This design comes from an exercise in tuning for small area on the open sky130 flow, not from production work.
The RTL was checked by simulation tests, not by an equivalence proof against the original design.
Power figures rest on the tool's default switching activity, not on a simulated workload.

--- flow/config.mk ---
export PLATFORM = sky130hd
export DESIGN_NAME = us_ctrl_top
export DESIGN_NICKNAME = us_ctrl_top
export VERILOG_FILES = /design/flow/design.v
export SDC_FILE = /design/flow/constraint.sdc
export NUM_CORES = 4
export LEC_CHECK = 0
export ABC_AREA = 1
export CAP_MARGIN = 20
export CORE_MARGIN = 2
export CORE_UTILIZATION = 60
export PLACE_DENSITY = 0.75
export SLEW_MARGIN = 20
--- flow/constraint.sdc ---
create_clock -name core_clock -period 6.0 [get_ports {clk}]
set_input_delay 1.2000 -clock core_clock [delete_from_list [all_inputs] [get_ports {clk}]]
set_output_delay 1.2000 -clock core_clock [all_outputs]
set_load 0.01 [all_outputs]
--- flow/design.v ---
`timescale 1ns/1ps
package us_reg_pkg;
	typedef logic [11:0] apb_addr_t;   
	typedef logic [31:0] apb_data_t;
	typedef logic [10:0] mux_cnt_t;    
	localparam apb_addr_t REG_CTRL     = 12'h000;   
	localparam apb_addr_t REG_STATUS   = 12'h004;   
	localparam apb_addr_t REG_NUM_BITS = 12'h008;   
	localparam apb_addr_t REG_TX0      = 12'h00C;   
	localparam apb_addr_t REG_TX1      = 12'h010;   
	localparam apb_addr_t REG_TX2      = 12'h014;   
	localparam apb_addr_t REG_RX0      = 12'h018;   
	localparam apb_addr_t REG_RX1      = 12'h01C;
	localparam apb_addr_t REG_RX2      = 12'h020;
	localparam apb_addr_t REG_TX_LEN   = 12'h024;   
	localparam apb_addr_t REG_INIT_DLY = 12'h028;   
	localparam apb_addr_t REG_SAMPLES  = 12'h02C;   
	localparam apb_addr_t REG_MUX      = 12'h030;   
	localparam int CTRL_SPI_START   = 0;   
	localparam int CTRL_ACQ_START   = 1;   
	localparam int CTRL_PULSER_EN   = 2;
	localparam int CTRL_TXRX_SPI_EN = 3;
	localparam int CTRL_TXRX_SW_OFF = 4;
	localparam int CTRL_BF_RESET    = 5;
endpackage
`timescale 1ns/1ps
package us_acq_pkg;
	localparam int BF_WORD_W = 70;               
	typedef logic [BF_WORD_W-1:0] bf_word_t;
	typedef logic [7:0]           bit_count_t;   
	typedef logic [31:0]          delay_t;       
	typedef enum logic [1:0] {
		SPI_IDLE,
		SPI_WAIT,    
		SPI_SHIFT,   
		SPI_DONE     
	} spi_state_e;
	typedef enum logic [1:0] {
		ACQ_IDLE,
		ACQ_WAIT,    
		ACQ_RUN      
	} acq_state_e;
endpackage
`timescale 1ns/1ps
module us_ctrl_top
#(
	parameter int START_DELAY = 10,   
	parameter int SCK_HALF    = 2     
) (
	input  logic      clk,
	input  logic      rst_n,
	input  logic      psel,
	input  logic      penable,
	input  logic      pwrite,
	input  us_reg_pkg::apb_addr_t paddr,
	input  us_reg_pkg::apb_data_t pwdata,
	output us_reg_pkg::apb_data_t prdata,
	output logic      pready,
	output logic      pslverr,
	output logic      bf_spi_cs_n,
	output logic      bf_spi_sck,
	output logic      bf_spi_sdo,
	input  logic      bf_spi_sdi,
	output logic      bf_tx_en,
	output logic      fifo_en,
	output logic      pulser_en,
	output logic      txrx_spi_en,
	output logic      txrx_sw_off,
	output logic      bf_reset,
	output us_reg_pkg::mux_cnt_t  mux_cnt
);
	localparam int W   = us_acq_pkg::BF_WORD_W;   
	localparam int DLY_W = $clog2(START_DELAY + 1);
	assign pready = 1'b1;   
	logic wr_acc, rd_acc, wr_ctrl, status_rd;
	logic spi_start, acq_start;
	logic [W-1:0] tx_word;
	logic [7:0]   num_bits;
	logic [31:0]  tx_len, init_dly, samples;
	assign wr_acc    = psel & penable & pwrite;
	assign rd_acc    = psel & penable & ~pwrite;
	assign wr_ctrl   = wr_acc && (paddr == us_reg_pkg::REG_CTRL);
	assign status_rd = rd_acc && (paddr == us_reg_pkg::REG_STATUS);
	always_ff @(posedge clk or negedge rst_n) begin
		if (!rst_n) begin
			spi_start <= 1'b0;
			acq_start <= 1'b0;
		end else begin
			spi_start <= wr_ctrl & pwdata[us_reg_pkg::CTRL_SPI_START];
			acq_start <= wr_ctrl & pwdata[us_reg_pkg::CTRL_ACQ_START];
		end
	end
	always_ff @(posedge clk or negedge rst_n) begin
		if (!rst_n) begin
			pulser_en   <= 1'b0;
			txrx_spi_en <= 1'b0;
			txrx_sw_off <= 1'b0;
			bf_reset    <= 1'b0;
			mux_cnt     <= '0;
		end else if (wr_acc) begin
			if (paddr == us_reg_pkg::REG_CTRL) begin
				pulser_en   <= pwdata[us_reg_pkg::CTRL_PULSER_EN];
				txrx_spi_en <= pwdata[us_reg_pkg::CTRL_TXRX_SPI_EN];
				txrx_sw_off <= pwdata[us_reg_pkg::CTRL_TXRX_SW_OFF];
				bf_reset    <= pwdata[us_reg_pkg::CTRL_BF_RESET];
			end
			if (paddr == us_reg_pkg::REG_MUX) mux_cnt <= pwdata[10:0];
		end
	end
	logic [31:0] tx0_r, tx1_r, tx_len_r, init_dly_r, samples_r;
	logic [W-65:0] tx2_r;
	logic [7:0]  num_bits_r;
	logic v_tx0, v_tx1, v_tx2, v_nb, v_len, v_dly, v_smp;
	always_ff @(posedge clk) begin
		if (wr_acc) begin
			case (paddr)
				us_reg_pkg::REG_NUM_BITS: num_bits_r <= pwdata[7:0];
				us_reg_pkg::REG_TX0:      tx0_r <= pwdata;
				us_reg_pkg::REG_TX1:      tx1_r <= pwdata;
				us_reg_pkg::REG_TX2:      tx2_r <= pwdata[W-65:0];
				us_reg_pkg::REG_TX_LEN:   tx_len_r <= pwdata;
				us_reg_pkg::REG_INIT_DLY: init_dly_r <= pwdata;
				us_reg_pkg::REG_SAMPLES:  samples_r <= pwdata;
				default: ;
			endcase
		end
	end
	always_ff @(posedge clk or negedge rst_n) begin
		if (!rst_n) begin
			{v_tx0, v_tx1, v_tx2, v_nb, v_len, v_dly, v_smp} <= '0;
		end else if (wr_acc) begin
			case (paddr)
				us_reg_pkg::REG_NUM_BITS: v_nb  <= 1'b1;
				us_reg_pkg::REG_TX0:      v_tx0 <= 1'b1;
				us_reg_pkg::REG_TX1:      v_tx1 <= 1'b1;
				us_reg_pkg::REG_TX2:      v_tx2 <= 1'b1;
				us_reg_pkg::REG_TX_LEN:   v_len <= 1'b1;
				us_reg_pkg::REG_INIT_DLY: v_dly <= 1'b1;
				us_reg_pkg::REG_SAMPLES:  v_smp <= 1'b1;
				default: ;
			endcase
		end
	end
	assign tx_word  = {tx2_r & {(W-64){v_tx2}}, tx1_r & {32{v_tx1}}, tx0_r & {32{v_tx0}}};
	assign num_bits = num_bits_r & {8{v_nb}};
	assign tx_len   = tx_len_r & {32{v_len}};
	assign init_dly = init_dly_r & {32{v_dly}};
	assign samples  = samples_r & {32{v_smp}};
	typedef enum logic [1:0] {
		SPI_IDLE  = 2'b00,
		SPI_WAIT  = 2'b01,
		SPI_SHIFT = 2'b11,
		SPI_DONE  = 2'b10
	} spi_st_e;
	localparam logic [8:0] C_LOAD = 9'(2 - START_DELAY);
	localparam logic [8:0] C_WEND = 9'(1);
	spi_st_e      spi_st;
	logic [8:0]   spi_c;
	logic [6:0]   bit_cnt;    
	logic [6:0]   bit_total;  
	logic [W-1:0] sreg;       
	logic [W:0]   sreg_x;
	logic [6:0]   len_eff;
	logic         spi_sel;    
	logic         spi_shift, spi_rise, spi_fall, spi_last;
	logic         spi_busy, spi_done;
	assign len_eff   = (num_bits == 8'd0 || num_bits > 8'(W)) ? 7'(W) : num_bits[6:0];
	assign sreg_x    = {sreg, 1'b0};
	assign spi_sel   = sreg_x[bit_total];
	assign bit_cnt   = spi_c[8:2];
	assign spi_shift = (spi_st == SPI_SHIFT);
	assign spi_rise  = spi_shift & (spi_c[1:0] == 2'b11);
	assign spi_fall  = spi_shift & (spi_c[1:0] == 2'b01);
	assign spi_last  = (bit_cnt == bit_total);
	assign spi_busy  = (spi_st != SPI_IDLE);
	assign spi_done  = (spi_st == SPI_DONE);
	assign bf_spi_cs_n = ~spi_shift;
	assign bf_spi_sck  = spi_shift & ~spi_c[1];
	always_ff @(posedge clk or negedge rst_n) begin
		if (!rst_n) begin
			spi_st     <= SPI_IDLE;
			bf_spi_sdo <= 1'b0;
			spi_c      <= '0;
		end else begin
			case (spi_st)
				SPI_IDLE: if (spi_start) begin
					spi_st <= SPI_WAIT;
					spi_c  <= C_LOAD;
				end
				SPI_WAIT: begin
					spi_c <= spi_c + 1'b1;
					if (spi_c == C_WEND) begin
						spi_st     <= SPI_SHIFT;
						bf_spi_sdo <= spi_sel;
					end
				end
				SPI_SHIFT: begin
					spi_c <= spi_c + 1'b1;
					if (spi_fall) begin
						if (spi_last) begin
							spi_st     <= SPI_DONE;
							bf_spi_sdo <= 1'b0;
						end else begin
							bf_spi_sdo <= spi_sel;
						end
					end
				end
				default: spi_st <= SPI_IDLE;
			endcase
		end
	end
	logic spi_ld, spi_hold;
	assign spi_ld   = (spi_st == SPI_IDLE) & spi_start;
	assign spi_hold = ~spi_ld & ~spi_rise;
	always_ff @(posedge clk) begin
		sreg <= ({W{spi_ld}} & tx_word)
		      | ({W{spi_rise}} & {sreg[W-2:0], bf_spi_sdi})
		      | ({W{spi_hold}} & sreg);
		if (spi_ld)
			bit_total <= len_eff;
	end
	logic [1:0]  rx_w;
	logic        rx_gt, rx_eq;
	logic [3:0]  rx_gt_h, rx_eq_h;
	logic [7:0]  rx_gt_l;
	logic [31:0] rx_mask;
	assign rx_w  = paddr[5] ? 2'd2 : {1'b0, paddr[2]};
	assign rx_gt = (spi_st != SPI_WAIT) & (bit_cnt[6:5] > rx_w);
	assign rx_eq = (spi_st != SPI_WAIT) & (bit_cnt[6:5] == rx_w);
	always_comb begin
		for (int h = 0; h < 4; h++) begin
			rx_gt_h[h] = rx_gt | (rx_eq & (bit_cnt[4:3] > 2'(h)));
			rx_eq_h[h] = rx_eq & (bit_cnt[4:3] == 2'(h));
		end
		for (int l = 0; l < 8; l++)
			rx_gt_l[l] = (bit_cnt[2:0] > 3'(l));
		for (int j = 0; j < 32; j++)
			rx_mask[j] = rx_gt_h[j/8] | (rx_eq_h[j/8] & rx_gt_l[j%8]);
	end
	localparam logic [3:0] ACQ_IDLE = 4'd0;
	localparam logic [3:0] ACQ_DONE = 4'd1;
	localparam logic [3:0] ACQ_W0   = 4'(15 - START_DELAY);
	localparam logic [3:0] ACQ_RUN  = 4'd15;
	logic [3:0]   acq_st;
	logic [31:0]  tx_rem, dly_rem, smp_rem;
	logic         tx_nz, dly_nz, smp_nz, acq_run;
	logic         acq_busy, acq_done, acq_go;
	assign tx_nz    = (tx_rem != '0);
	assign dly_nz   = (dly_rem != '0);
	assign smp_nz   = (smp_rem != '0);
	assign acq_run  = (acq_st == ACQ_RUN);
	assign acq_busy = (acq_st[3:1] != 3'd0);
	assign acq_done = (acq_st == ACQ_DONE);
	assign acq_go   = ~acq_busy & acq_start;
	assign bf_tx_en = acq_run & tx_nz;
	assign fifo_en  = acq_run & ~dly_nz & smp_nz;
	always_ff @(posedge clk or negedge rst_n) begin
		if (!rst_n) begin
			acq_st <= ACQ_IDLE;
		end else begin
			if (!acq_busy)
				acq_st <= acq_start ? ACQ_W0 : ACQ_IDLE;
			else if (acq_run) begin
				if (!tx_nz && !smp_nz) acq_st <= ACQ_DONE;
			end else
				acq_st <= acq_st + 1'b1;
		end
	end
	logic        acq_dec_tx, acq_dec_dly, acq_dec_smp;
	logic [31:0] tx_tog, dly_tog, smp_tog;
	assign acq_dec_tx  = acq_run & tx_nz;
	assign acq_dec_dly = acq_run & dly_nz;
	assign acq_dec_smp = acq_run & ~dly_nz & smp_nz;
	always_comb begin
		for (int i = 0; i < 32; i++) begin
			tx_tog[i]  = acq_dec_tx  & ((tx_rem  & ((32'd1 << i) - 32'd1)) == '0);
			dly_tog[i] = acq_dec_dly & ((dly_rem & ((32'd1 << i) - 32'd1)) == '0);
			smp_tog[i] = acq_dec_smp & ((smp_rem & ((32'd1 << i) - 32'd1)) == '0);
		end
	end
	always_ff @(posedge clk) begin
		tx_rem  <= ({32{acq_go & v_len}} & tx_len_r)   | ({32{~acq_go}} & (tx_rem ^ tx_tog));
		dly_rem <= ({32{acq_go & v_dly}} & init_dly_r) | ({32{~acq_go}} & (dly_rem ^ dly_tog));
		smp_rem <= ({32{acq_go & v_smp}} & samples_r)  | ({32{~acq_go}} & (smp_rem ^ smp_tog));
	end
	logic spi_flag, acq_flag, addr_hit;
	us_reg_pkg::apb_data_t rdata;
	always_ff @(posedge clk or negedge rst_n) begin
		if (!rst_n) begin
			spi_flag <= 1'b0;
			acq_flag <= 1'b0;
		end else begin
			spi_flag <= spi_done | (spi_flag & ~status_rd);
			acq_flag <= acq_done | (acq_flag & ~status_rd);
		end
	end
	logic base_ok;
	logic [12:0] rsel;
	assign base_ok = rd_acc & (paddr[11:6] == 6'd0) & (paddr[1:0] == 2'd0);
	always_comb begin
		for (int r = 0; r < 13; r++)
			rsel[r] = base_ok & (paddr[5:2] == 4'(r));
	end
	assign addr_hit = (paddr[11:6] == 6'd0) & (paddr[1:0] == 2'd0) & (paddr[5:2] <= 4'd12);
	assign rdata = ({32{rsel[0]}}  & {26'd0, bf_reset, txrx_sw_off, txrx_spi_en, pulser_en, 2'b00})
	             | ({32{rsel[1]}}  & {28'd0, acq_busy, spi_busy, acq_flag, spi_flag})
	             | ({32{rsel[2]  & v_nb}}  & {24'd0, num_bits_r})
	             | ({32{rsel[3]  & v_tx0}} & tx0_r)
	             | ({32{rsel[4]  & v_tx1}} & tx1_r)
	             | ({32{rsel[5]  & v_tx2}} & {26'd0, tx2_r})
	             | ({32{rsel[6]}}  & sreg[31:0] & rx_mask)
	             | ({32{rsel[7]}}  & sreg[63:32] & rx_mask)
	             | ({32{rsel[8]}}  & {26'd0, sreg[W-1:64] & rx_mask[W-65:0]})
	             | ({32{rsel[9]  & v_len}} & tx_len_r)
	             | ({32{rsel[10] & v_dly}} & init_dly_r)
	             | ({32{rsel[11] & v_smp}} & samples_r)
	             | ({32{rsel[12]}} & {21'd0, mux_cnt});
	assign prdata  = rdata;
	assign pslverr = rd_acc & ~addr_hit;
endmodule
--- flow/flow/run.sh ---
#!/bin/bash
# Own flow: the standard ORFS layout (standard.sh) with three changes:
#  - synthesis maps logic with an area-oriented ABC script
#    (flow/abc_area.script, selected by ABC_AREA=1 in config.mk); the Yosys
#    passes, flip-flop mapping and everything else in synthesis are standard;
#  - port buffers are buf_1 cells instead of the default choice;
#  - CTS uses clkbuf_8 with small sink clusters and no dummy loads.
# Each tool's output goes to a log file in this folder.
set -euo pipefail
W=$PWD
rm -rf "$W/abc_scripts"
cp -r "$FLOW_HOME/scripts" "$W/abc_scripts"
cp "$W/flow/abc_area.script" "$W/abc_scripts/abc_area.script"
SCRIPTS_DIR="$W/abc_scripts" bash standard.sh synth > "$W/synth.log" 2>&1
export BUFFER_PORTS_ARGS="-buffer_cell sky130_fd_sc_hd__buf_1"
export CTS_ARGS="-sink_clustering_enable -repair_clock_nets -sink_clustering_size 16 -sink_clustering_max_diameter 60 -buf_list sky130_fd_sc_hd__clkbuf_8 -dont_use_dummy_load"
bash standard.sh > "$W/layout.log" 2>&1
--- flow/flow/abc_area.script ---
strash
&get -n
&deepsyn -T 60
&dch -f
&nf -a -p -R 1000
&dch -f
&nf -a -p -R 1000
&put
--- flow/standard.sh ---
#!/bin/bash
# synth_recipe.tcl (not shown) runs the flow's synth.tcl, then flattens the netlist and writes it again
# the make line also repeats each setting of config.mk as NAME=value (left out here)
make -C /OpenROAD-flow-scripts/flow DESIGN_CONFIG=/design/flow/config.mk WORK_HOME=/design/flow/orfs CLKGATE_MAP_FILE= SYNTH_SCRIPT=/design/flow/synth_recipe.tcl "${@:-finish}"
==> summary.txt <==
## critical path, stage by stage, from the launching register on
cell	delay, ps
dfrtp_1	450
ha_1	260
nand3_1	130
or4_1	440
nor3_1	280
nand2_1	140
nor2_1	160
nand3_1	130
or3_1	440
or3b_1	460
nor3_1	210
nand2_1	150
or3_1	460
nand2b_1	280
nor4_2	290
clkinv_1	140
or3_1	400
nor3_1	270
xnor2_1	160
o21ai_0	110
## worst paths after layout
path	to	slack (ps)	cells after the start
setup reg to reg	smp_rem[30]$_DFF_P_	470	19
min in group asynchronous	mux_cnt[2]$_DFFE_PN0P_	530	1
max in group asynchronous	v_tx2$_DFFE_PN0P_	4920	2
setup / recovery	smp_rem[30]$_DFF_P_	470	19
hold reg to reg	sreg[67]$_DFF_P_	470	2
hold / removal	sreg[67]$_DFF_P_	470	2
## power groups by stage
stage                     Combinational, mW  Clock [mW]  Sequential, mW
after detailed placement             0.0680           0            2.83
after global placement               0.0637           0            2.83
final                                0.0701        1.27            2.77
after CTS                            0.0682        1.26            2.77
after global routing                 0.0761        1.35            2.77
after floorplan                      0.0167           0            2.83
## cell type report
class,instances,area (um^2)
Antenna cell,1,2.50
Clock buffer,31,427
Fill cell,2102,8990
Inverter,79,297
Multi-Input combinational cell,931,6130
Sequential cell,389,9810
Tap cell,341,427
Timing Repair Buffer,132,647
## cell families (layout without fill, tap and decap cells)
group	count (synthesis)	after routing	share of synthesized area
other	1	2	0.000232
flip-flops	389	389	0.607
XOR/XNOR	66	66	0.0358
buffers and inverters	80	242	0.0188
AND/OR/NAND/NOR	379	379	0.114
AO/OA/AOI/OAI	461	461	0.207
multiplexers	15	15	0.0105
adder cells (fa/ha/maj)	9	9	0.00697
## cell usage after synthesis (21+ instances only)
cell      instances
nand2_1         130
nor4_1           21
xnor2_1          36
xor2_1           30
nor3_1           35
clkinv_1         79
dfrtp_1          42
a222oi_1         98
a21o_1           21
a22oi_1          60
o21ai_0         117
edfxtp_1        181
nor2_1           71
dfxtp_1         166
a21oi_1          47
## per-stage QoR
step | total power, mW | utilization | std cells | worst slack, ps
2_1_floorplan | 2.85 | - | 1400 | 36.7
3_3_place_gp | 2.90 | 0.646 | 1870 | 730
3_5_place_dp | 2.90 | 0.647 | 1872 | 426
4_1_cts | 4.10 | 0.663 | 1903 | 403
5_1_grt | 4.20 | 0.663 | 1903 | 91.9
6_report | 4.11 | 0.664 | 1904 | 468
## what timing repair did
item | CTS | global route
gates resized for setup | 0 | 1
hold buffers | 0 | 0
setup endpoints to repair | 0 | 1
## layer usage
metal  track usage  wire [um]  vias up
li1              -          -     5840
met1         0.465      19000     6508
met2         0.585      23800      980
met3        0.0740       5860      198
met4         0.191       2880        2
met5             0          8        -
## cell usage in the layout (no fill, tap or decap), types with 12 or more instances in the layout
cell,Yosys,layout
a21o_1,21,21
a21oi_1,47,47
a222oi_1,98,98
a22o_1,14,14
a22oi_1,60,60
and3_1,15,12
buf_1,0,101
buf_4,1,27
clkbuf_8,0,31
clkinv_1,79,79
dfrtp_1,42,42
dfxtp_1,166,166
edfxtp_1,181,181
mux2_1,15,15
nand2_1,130,130
nand2b_1,16,16
nand3_1,20,20
nor2_1,71,66
nor2b_1,13,13
nor3_1,35,31
nor4_1,21,20
o211ai_1,14,14
o21ai_0,117,117
o22ai_1,16,16
or2_0,12,12
or3_1,17,17
xnor2_1,36,36
xor2_1,30,30
==> summary.txt <==
Sw Share 0.210; highest ir drop seen on vdd ~210 uV; Clock Skews 36.2 ps; syn nets 1,459; asr flop ratio synth 0.108; setup TNS 0 ps; Critical path origin acq_st[0]$_DFFE_PN0P_; Avg Synthesized Cell Area approximately 12 um^2; post-synthesis instance total ~1.4k; crit end category register; power share of the sequential group 0.674; core box area 0.0267 mm^2; total global routing overflow 0; Max-Slew Margin vs Limit 0.142; Port Buffers between 100 and 150; Die Y 168 um; Yosys cell types 50; Clock Power Share 0.309; Initial Util 0.605; endpoints failing setup 0; final net count between 1.5k and 2k; hold_ws between 400 and 500 ps; layout cells sized above 1 0.0493; Arr. time, crit path 5980 ps; Crit Path Class reg2reg; #FFs+latches synth just under 400; initial antenna violation count 2; number of synthesized flops with an enable pin about 180; Comb power frac 0.017; Syn. warnings 1; status timing/DRC/antenna clean; number of buffers added for setup after CTS 0; clock buffer count from CTS 31; top_reg_cell synth edfxtp_1; First DRT Iteration DRCs approximately 2.3k; crit share post-route 0.922; wire length per cell around 27 um; via count between 10k and 15k; Die ar. between 0.02 and 0.03 mm^2; clk sinks 389; minimum clock period around 5500 ps; first-pass GRT wire length just under 80,000 um; later-pin clock latency in the skew report around 630 ps; P_int roughly 3.2 mW; FF-to-FF Start acq_st[0]$_DFFE_PN0P_; pins over their slew limit 0; Final Instance Area ~0.018 mm^2; worst hold path type reg2reg; num rows 60; startpoint types register; worst hold start sreg[66]$_DFF_P_; P&R area growth vs syn 9.75%; clock tree buffer depth 3; share of the synthesized area in the top cell type 0.336; Vias per Instance a little over 7; Post-Syn Area 0.0162 mm^2; Critical Path RT between 6000 and 7000 ps; GRT Total Usage 0.362; DRC 0; vias in the first global route about 13k; Worst-Margin Slew between 1000 and 1500 ps; CP max FO 7; max reg flops 70; Reg clk slew, reported paths ~100 ps; LEAKAGE between 6 and 7 nW; htree depth 1; Initial DRT Pass Iterations 11; post-synthesis sequential area ratio 0.607; f_max between 150 and 200 MHz; largest net degree at the start of global routing just over 70; Net Sw Power 0.864 mW; Routed Antenna Nets 0; die span in x ~170 um; I/O pin count 104; max-cap check violation count 0; Cell Pwr Density about 230 mW/mm^2; most flop-heavy register sreg; Hold Fails Final Rpt 0; Final Wtd Congestion ~0.95; root buffer cell clkbuf_8; RSZ-0062 raised after global routing false; Synth area leaders edfxtp_1, dfxtp_1, dfrtp_1; TritonCTS clock tree built; cell area after placement 0.0173 mm^2; final WL between 50,000 and 60,000 um; largest area contributor in the netlist edfxtp_1; HPWL Detailed about 35,000 um

-- what the ideal ports hide --
How much do the figures lean on ideal ports? The routed layout below was timed once more, with nothing changed but the port constraints.
Step 1: set_driving_cell puts a clkbuf_16 on clk and a buf_2 on each other input, an assumption about the parent block.
Step 2 times the ports against the registers' clock, not the clock port: input delays grow and output delays shrink by t, the midpoint of the rising clock arrivals with the driver on.
Three values: ideal, step 1, step 2; two values: the first two.
shift t [ns]: 0.659
setup slack, ns: 0.468 / 0.468 / 0.468
clock arrival spread, ns: 0.038 / 0.038
slew at the worst register clock pin (ns): 0.10 / 0.10
worst slew at a driven data input, ns: 0.10
After both steps setup and hold are still met in this run. The setup slack of this run moves by 0.000 ns with the drivers and by 0.000 ns with both steps.
